This design comes from an exercise in tuning for small area, a short achievable clock period and few clock cycles per item on the open sky130 flow, not from production work. Only simulation tests tie the RTL to the original design; equivalence was not proved. Power is estimated from default activity; no workload was simulated.

[flow/config.mk]
export PLATFORM = sky130hd
export DESIGN_NAME = alu_arbiter
export DESIGN_NICKNAME = alu_arbiter
export VERILOG_FILES = /design/flow/design.v
export SDC_FILE = /design/flow/constraint.sdc
export NUM_CORES = 4
export LEC_CHECK = 0
export CAP_MARGIN = 20
export CORE_MARGIN = 2
export CORE_UTILIZATION = 40
export SLEW_MARGIN = 20
[flow/constraint.sdc]
create_clock -name core_clock -period 9.0 [get_ports {clk_i}]
set_input_delay 1.8000 -clock core_clock [delete_from_list [all_inputs] [get_ports {clk_i}]]
set_output_delay 1.8000 -clock core_clock [all_outputs]
set_load 0.01 [all_outputs]
[flow/design.v]
module alu_arbiter #(
    parameter int unsigned MUL_LAT = 3
) (
    input  logic        clk_i,
    input  logic        rst_i,
    input  logic        req0_valid_i,
    output logic        req0_ready_o,
    input  logic [2:0]  req0_op_i,
    input  logic [31:0] req0_src1_i,
    input  logic [31:0] req0_src2_i,
    input  logic        req1_valid_i,
    output logic        req1_ready_o,
    input  logic [2:0]  req1_op_i,
    input  logic [31:0] req1_src1_i,
    input  logic [31:0] req1_src2_i,
    output logic        rsp_valid_o,
    input  logic        rsp_ready_i,
    output logic        rsp_id_o,
    output logic [31:0] rsp_result_o,
    output logic        busy_o
);
    localparam logic [2:0] OP_AND = 3'b000;
    localparam logic [2:0] OP_XOR = 3'b001;
    localparam logic [2:0] OP_SLL = 3'b010;
    localparam logic [2:0] OP_SUB = 3'b100;
    localparam logic [2:0] OP_MUL = 3'b101;
    localparam logic [2:0] OP_SRA = 3'b111;
    logic        last_grant_q;    
    logic        ex_valid_q;      
    logic        ex_first_q;      
    logic [1:0]  ex_cnt_q;        
    logic [2:0]  ex_op_q;
    logic        ex_id_q;
    logic [31:0] ex_a_q;
    logic [31:0] ex_b_q;
    logic        rsp_valid_q;
    logic        rsp_id_q;
    logic [31:0] rsp_res_q;
    logic        out_free;        
    logic        ex_adv;          
    logic        ex_last;         
    logic        ex_done;
    logic        ex_free;         
    logic        grant;
    logic        accept;
    assign out_free = ~rsp_valid_q | rsp_ready_i;
    assign ex_adv   = ex_valid_q & out_free;
    assign ex_last  = (ex_op_q != OP_MUL) | (ex_cnt_q == 2'd0);
    assign ex_done  = ex_adv & ex_last;
    assign ex_free  = ~ex_valid_q | ex_done;
    assign grant  = req1_valid_i & (~req0_valid_i | ~last_grant_q);
    assign accept = (req0_valid_i | req1_valid_i) & ex_free;
    assign req0_ready_o = req0_valid_i & ~grant & ex_free;
    assign req1_ready_o = req1_valid_i &  grant & ex_free;
    logic [2:0]  sel_op;
    logic [31:0] sel_a;
    logic [31:0] sel_b;
    logic [1:0]  sel_cnt;
    assign sel_op = grant ? req1_op_i   : req0_op_i;
    assign sel_a  = grant ? req1_src1_i : req0_src1_i;
    assign sel_b  = grant ? req1_src2_i : req0_src2_i;
    always_comb begin
        if (sel_b[31:24] != 8'd0)      sel_cnt = 2'd3;
        else if (sel_b[23:16] != 8'd0) sel_cnt = 2'd2;
        else if (sel_b[15:8] != 8'd0)  sel_cnt = 2'd1;
        else                           sel_cnt = 2'd0;
    end
    always_ff @(posedge clk_i or posedge rst_i) begin
        if (rst_i) begin
            last_grant_q <= 1'b1;
            ex_valid_q   <= 1'b0;
            rsp_valid_q  <= 1'b0;
        end else begin
            if (accept) last_grant_q <= grant;
            if (ex_free) ex_valid_q <= accept;
            rsp_valid_q <= ex_done | (rsp_valid_q & ~rsp_ready_i);
        end
    end
    always_ff @(posedge clk_i) begin
        if (accept) begin
            ex_op_q    <= sel_op;
            ex_id_q    <= grant;
            ex_a_q     <= sel_a;
            ex_b_q     <= sel_b;
            ex_cnt_q   <= sel_cnt;
            ex_first_q <= 1'b1;
        end else if (ex_adv) begin
            ex_cnt_q   <= ex_cnt_q - 2'd1;
            ex_first_q <= 1'b0;
        end
    end
    logic        is_mul;
    logic        is_sub;
    logic [7:0]  mbyte;
    logic [31:0] acc_in;
    logic [31:0] sum;
    logic [4:0]  sh;
    logic [31:0] shl;
    logic [31:0] sra;
    logic [31:0] alu_res;
    assign is_mul = (ex_op_q == OP_MUL);
    assign is_sub = (ex_op_q == OP_SUB);
    assign sh     = ex_b_q[4:0];
    always_comb begin
        case (ex_cnt_q)
            2'd0: mbyte = ex_b_q[7:0];
            2'd1: mbyte = ex_b_q[15:8];
            2'd2: mbyte = ex_b_q[23:16];
            default: mbyte = ex_b_q[31:24];
        endcase
    end
    always_comb begin
        if (is_mul) acc_in = ex_first_q ? 32'd0 : {rsp_res_q[23:0], 8'd0};
        else        acc_in = is_sub ? ~ex_b_q : ex_b_q;
    end
    assign sum = acc_in + ex_a_q * (is_mul ? mbyte : 8'd1) + {31'd0, is_sub};
    assign shl = ex_a_q << sh;
    assign sra = 32'($signed(ex_a_q) >>> sh);
    always_comb begin
        case (ex_op_q)
            OP_AND:  alu_res = ex_a_q & ex_b_q;
            OP_XOR:  alu_res = ex_a_q ^ ex_b_q;
            OP_SLL:  alu_res = shl;
            OP_SRA:  alu_res = sra;
            default: alu_res = sum;
        endcase
    end
    always_ff @(posedge clk_i) begin
        if (ex_adv) begin
            rsp_res_q <= alu_res;
            rsp_id_q  <= ex_id_q;
        end
    end
    assign rsp_valid_o  = rsp_valid_q;
    assign rsp_id_o     = rsp_id_q;
    assign rsp_result_o = rsp_res_q;
    assign busy_o       = ex_valid_q | rsp_valid_q;
endmodule
[flow/run.sh]
#!/bin/bash
# synth_recipe.tcl (not shown) runs the flow's synth.tcl, then flattens the netlist and writes it again
# the make line also repeats each setting of config.mk as NAME=value (left out here)
make -C /OpenROAD-flow-scripts/flow DESIGN_CONFIG=/design/flow/config.mk WORK_HOME=/design/flow/orfs CLKGATE_MAP_FILE= SYNTH_SCRIPT=/design/flow/synth_recipe.tcl finish
==> summary.txt <==
-- power by group through the flow --
stage          Sequential [mW]  Combinational [mW]  Clock (mW)
2_1_floorplan            0.944                3.84           0
3_3_place_gp              1.05                5.39           0
3_5_place_dp              1.04                5.43           0
4_1_cts                   1.03                5.49       0.427
5_1_grt                   1.05                6.13       0.441
6_report                  1.04                5.52       0.419
-- area by class of cell --
| type | count | area share (%) |
|---|---|---|
| Timing Repair Buffer | 221 | 10.5 |
| Clock buffer | 10 | 1.15 |
| Clock inverter | 6 | 0.270 |
| Sequential cell | 107 | 16.0 |
| Multi-Input combinational cell | 1293 | 64.1 |
| Tap cell | 585 | 3.67 |
| Inverter | 229 | 4.31 |
-- through the flow --
step | worst slack (ns) | total power [mW] | cells | utilization (%)
2_1_floorplan | 3.04 | 4.79 | 1762 | -
3_3_place_gp | 2.07 | 6.43 | 2435 | 45.6
3_5_place_dp | 1.88 | 6.48 | 2435 | 45.6
4_1_cts | 1.86 | 6.95 | 2451 | 46.3
5_1_grt | 1.41 | 7.62 | 2451 | 46.3
6_report | 1.89 | 6.98 | 2451 | 46.3
-- worst paths after layout --
check	end	slack (ns)	depth (start not counted)
max in group asynchronous	last_grant_q$_DFFE_PP1P_	7.18	2
hold reg to reg	rsp_id_q$_DFFE_PP_	0.43	0
min in group asynchronous	rsp_valid_q$_DFF_PP0_	1.61	2
hold / removal	rsp_id_q$_DFFE_PP_	0.43	0
setup reg to reg	rsp_res_q[31]$_DFFE_PP_	1.89	20
setup / recovery	rsp_res_q[31]$_DFFE_PP_	1.89	20
-- layer usage --
metal / track usage, % / share of wire (%)
met1: 37.4 / 42
met2: 43.5 / 47
met3: 3.87 / 8.0
met4: 8.73 / 3.2
met5: 0 / 0
-- sequential cells by signal (all words and copies together), names as in the netlist --
name          cells
rsp_valid_q       1
ex_cnt_q          2
ex_op_q           3
ex_id_q           1
rsp_id_q          1
ex_valid_q        1
ex_b_q           32
ex_first_q        1
last_grant_q      1
ex_a_q           32
rsp_res_q        32
-- worst register-to-register path, delay by kind of cell (launching register included) --
kind                     cells  cell delay (ns)
AO/OA/AOI/OAI                6             1.39
XOR/XNOR                     2             0.39
adder cells (fa/ha/maj)      5             2.44
buffers and inverters        4             0.63
flip-flops                   1             0.73
AND/OR/NAND/NOR              3             1.27
-- cells in the final DEF, fill, tap and decap left out, types with 5 or more instances in the layout --
| cell type | n |
|---|---|
| a211oi_2 | 6 |
| a21o_1 | 11 |
| a21oi_1 | 83 |
| a221oi_1 | 9 |
| a222oi_1 | 9 |
| a22oi_1 | 6 |
| and2_1 | 151 |
| buf_4 | 46 |
| clkbuf_16 | 9 |
| clkdlybuf4s50_1 | 175 |
| edfxtp_1 | 103 |
| fa_1 | 187 |
| ha_1 | 77 |
| inv_1 | 226 |
| mux2_2 | 81 |
| mux2i_1 | 85 |
| mux4_1 | 10 |
| mux4_2 | 47 |
| nand2_1 | 135 |
| nand2b_1 | 15 |
| nand3_1 | 8 |
| nor2_1 | 60 |
| nor2b_1 | 9 |
| nor3_1 | 6 |
| nor3b_1 | 26 |
| o211ai_1 | 14 |
| o21a_1 | 10 |
| o21ai_0 | 63 |
| o221ai_1 | 6 |
| o22a_1 | 14 |
| o22ai_1 | 11 |
| o31ai_1 | 5 |
| xnor2_1 | 18 |
| xor2_1 | 47 |
-- cells by family after synthesis --
family                   count (synthesis)  synth area share [%]
AND/OR/NAND/NOR                        443                  13.3
buffers and inverters                  362                  8.79
AO/OA/AOI/OAI                          295                  11.4
adder cells (fa/ha/maj)                264                  27.0
multiplexers                           224                  17.8
flip-flops                             107                  18.3
XOR/XNOR                                67                  3.44
==> flow_summary.toml <==
[job]
cap_violations = 0

[global_route]
grt_pass1_vias = 14700
grt_pass1_wl_microns = 90500
grt_max_degree = 69
gr-usage-all-layers_pct = 26.9
gr-total-overflow = 0
antenna_found_initial = 0

[setup_path]
worstPathCellList = "nor3b_4 > buf_4 > xor2_1 > a21oi_1 > fa_1 > inv_1 > fa_1 > fa_1 > inv_1 > fa_1 > inv_1 > ha_1 > nand2_1 > nor2_1 > o2111ai_1 > a21oi_1 > o21ai_2 > o21ai_0 > xnor2_1 > o221ai_1"
crit_type = "flip-flop to flip-flop"
startpoint_type = "flip-flop"
cpLargestDelayFamily = "adder cells"
worstPathRequired_ns = 9.12
crit_path_max_incr_delay_ns = 0.89
crit_top_cell = "fa_1"
critPathMaxFanout = 19
worst_setup_path_end_kind = "flip-flop"
crit_start = "ex_op_q[0]$_DFFE_PP_"
arrival_ns = 7.22
crit_slowest_cell = "nor3b_4"
r2r_start = "ex_op_q[0]$_DFFE_PP_"
worst-path-buf-inv = 4

[sta]
period_needed_ns = 7.11
setup_tns_ns = 0
worst_pin_slew_ns = 1.17
slew-limit-headroom_pct = 22.1
rsz0062_at_grt = "false"
period_share_pct = 79.0
setup_violations = 0
fmax_ghz = 0.141
holdWs_ns = 0.429
report.final.slew_viol_count = 0
hold_viol_final = 0
clock_skew_ns = 0.0177

[yosys]
synth-async-reset-ratio_pct = 2.80
synth_top_area_cell = "fa_1"
synth_edf_count = 103
ys_ff_latch = 107
yosysWarnings = 1
ys_dominant_reg_cell = "edfxtp_1"
synthCells = 1762
syn-cell-area_sq_mm = 0.0174
synth_area_leaders = "fa_1, edfxtp_1, mux4_2"
ys_types = 89
synth.top_cell.area_share_pct = 21.5
seq_area_frac_synth_pct = 18.3
yosysMostFrequentCell = "inv_1"
syn_nets = 2165
syn-mean-instance-area_sq_um = 9.90
yosys-top-cells-count = "inv_1, fa_1, and2_1, nand2_1, edfxtp_1"

[routing]
vias_per_cell = 5.76
routed_wl_microns = 59000
detail-route-antenna-nets = 0
drc = 0
drt_iter0_drc = 1254
first_pass_iters = 7
vias = 14100
avgRoutedWirePerCell_microns = 24.1

[cells_and_area]
register_area_sq_mm = 0.00319
area_growth_pct = 14.2
insertedDiodeCount = 0
fill_cells = 4061
final_area_sq_mm = 0.0199
drive_gt1_share_pct = 11.7
layout.nets = 2264
multi_input_area_sq_mm = 0.0128

[worst_hold_path]
worstHoldPathType = "flip-flop to flip-flop"
hp-start = "ex_id_q$_DFFE_PP_"

[clock_tree]
cts_hold_buffers = 0
h-tree-depth = 3
cts_buffer_depth = 2
postCtsSetupBuffers = 0
cts_buffers = 9
clk_pin_slew_ns = 0.09
tritoncts = "built"
cts_resized = 0
clk_latency_ns = 0.39
cts_sinks = 107
clockRootBuffer = "clkbuf_16"

[floorplan]
io_pins = 176
fp-row-count = 76
dieArea_sq_mm = 0.0453
chipHeight_microns = 213
start_util_pct = 40.5
fp.coreArea_sq_mm = 0.0431
die_width_microns = 213

[pwr]
switching_share_pct = 53.3
p_clk_share_pct = 6.0
pwr-share-comb_pct = 79.1
leakage_nw = 8.57
p_int_mw = 3.26
power_frac_seq_pct = 14.9
power.switching_mw = 3.72
powerDensity_mw_per_mm2 = 350
peakVddDrop_uv = 170

[status]
status = "complete, no violations"

[placed_design]
place_hpwl_microns = 44700
io_buffers = 175
gp_congestion = 0.982
place_area_sq_mm = 0.0196
Testbench counts, summed over its fixed seeds: cycles 3,186, items 2,400.

==> static timing again, ports no longer ideal <==
The flow's constraints put no driver on any port. The routed layout listed below was extracted and timed again, unchanged, in two steps.
Step 1: set_driving_cell puts a clkbuf_16 on clk_i and a buf_2 on each other input, an assumption about the parent block.
Step 2 adds t to the input delays and takes it off the output delays; t is the mean of the earliest and latest rising clock arrival at the registers after step 1. Input paths then give back, and output paths get back, about the clock's delay inside the block.
Three values: ideal, step 1, step 2; two values: the first two.
t, ns: 0.433
setup WS [ns]: 1.892 / 1.892 / 1.892
worst data-port slew with drivers (ns): 0.05
After both steps setup and hold are still met in this run. The setup slack of this run moves by 0.000 ns with the drivers and by 0.000 ns with both steps.
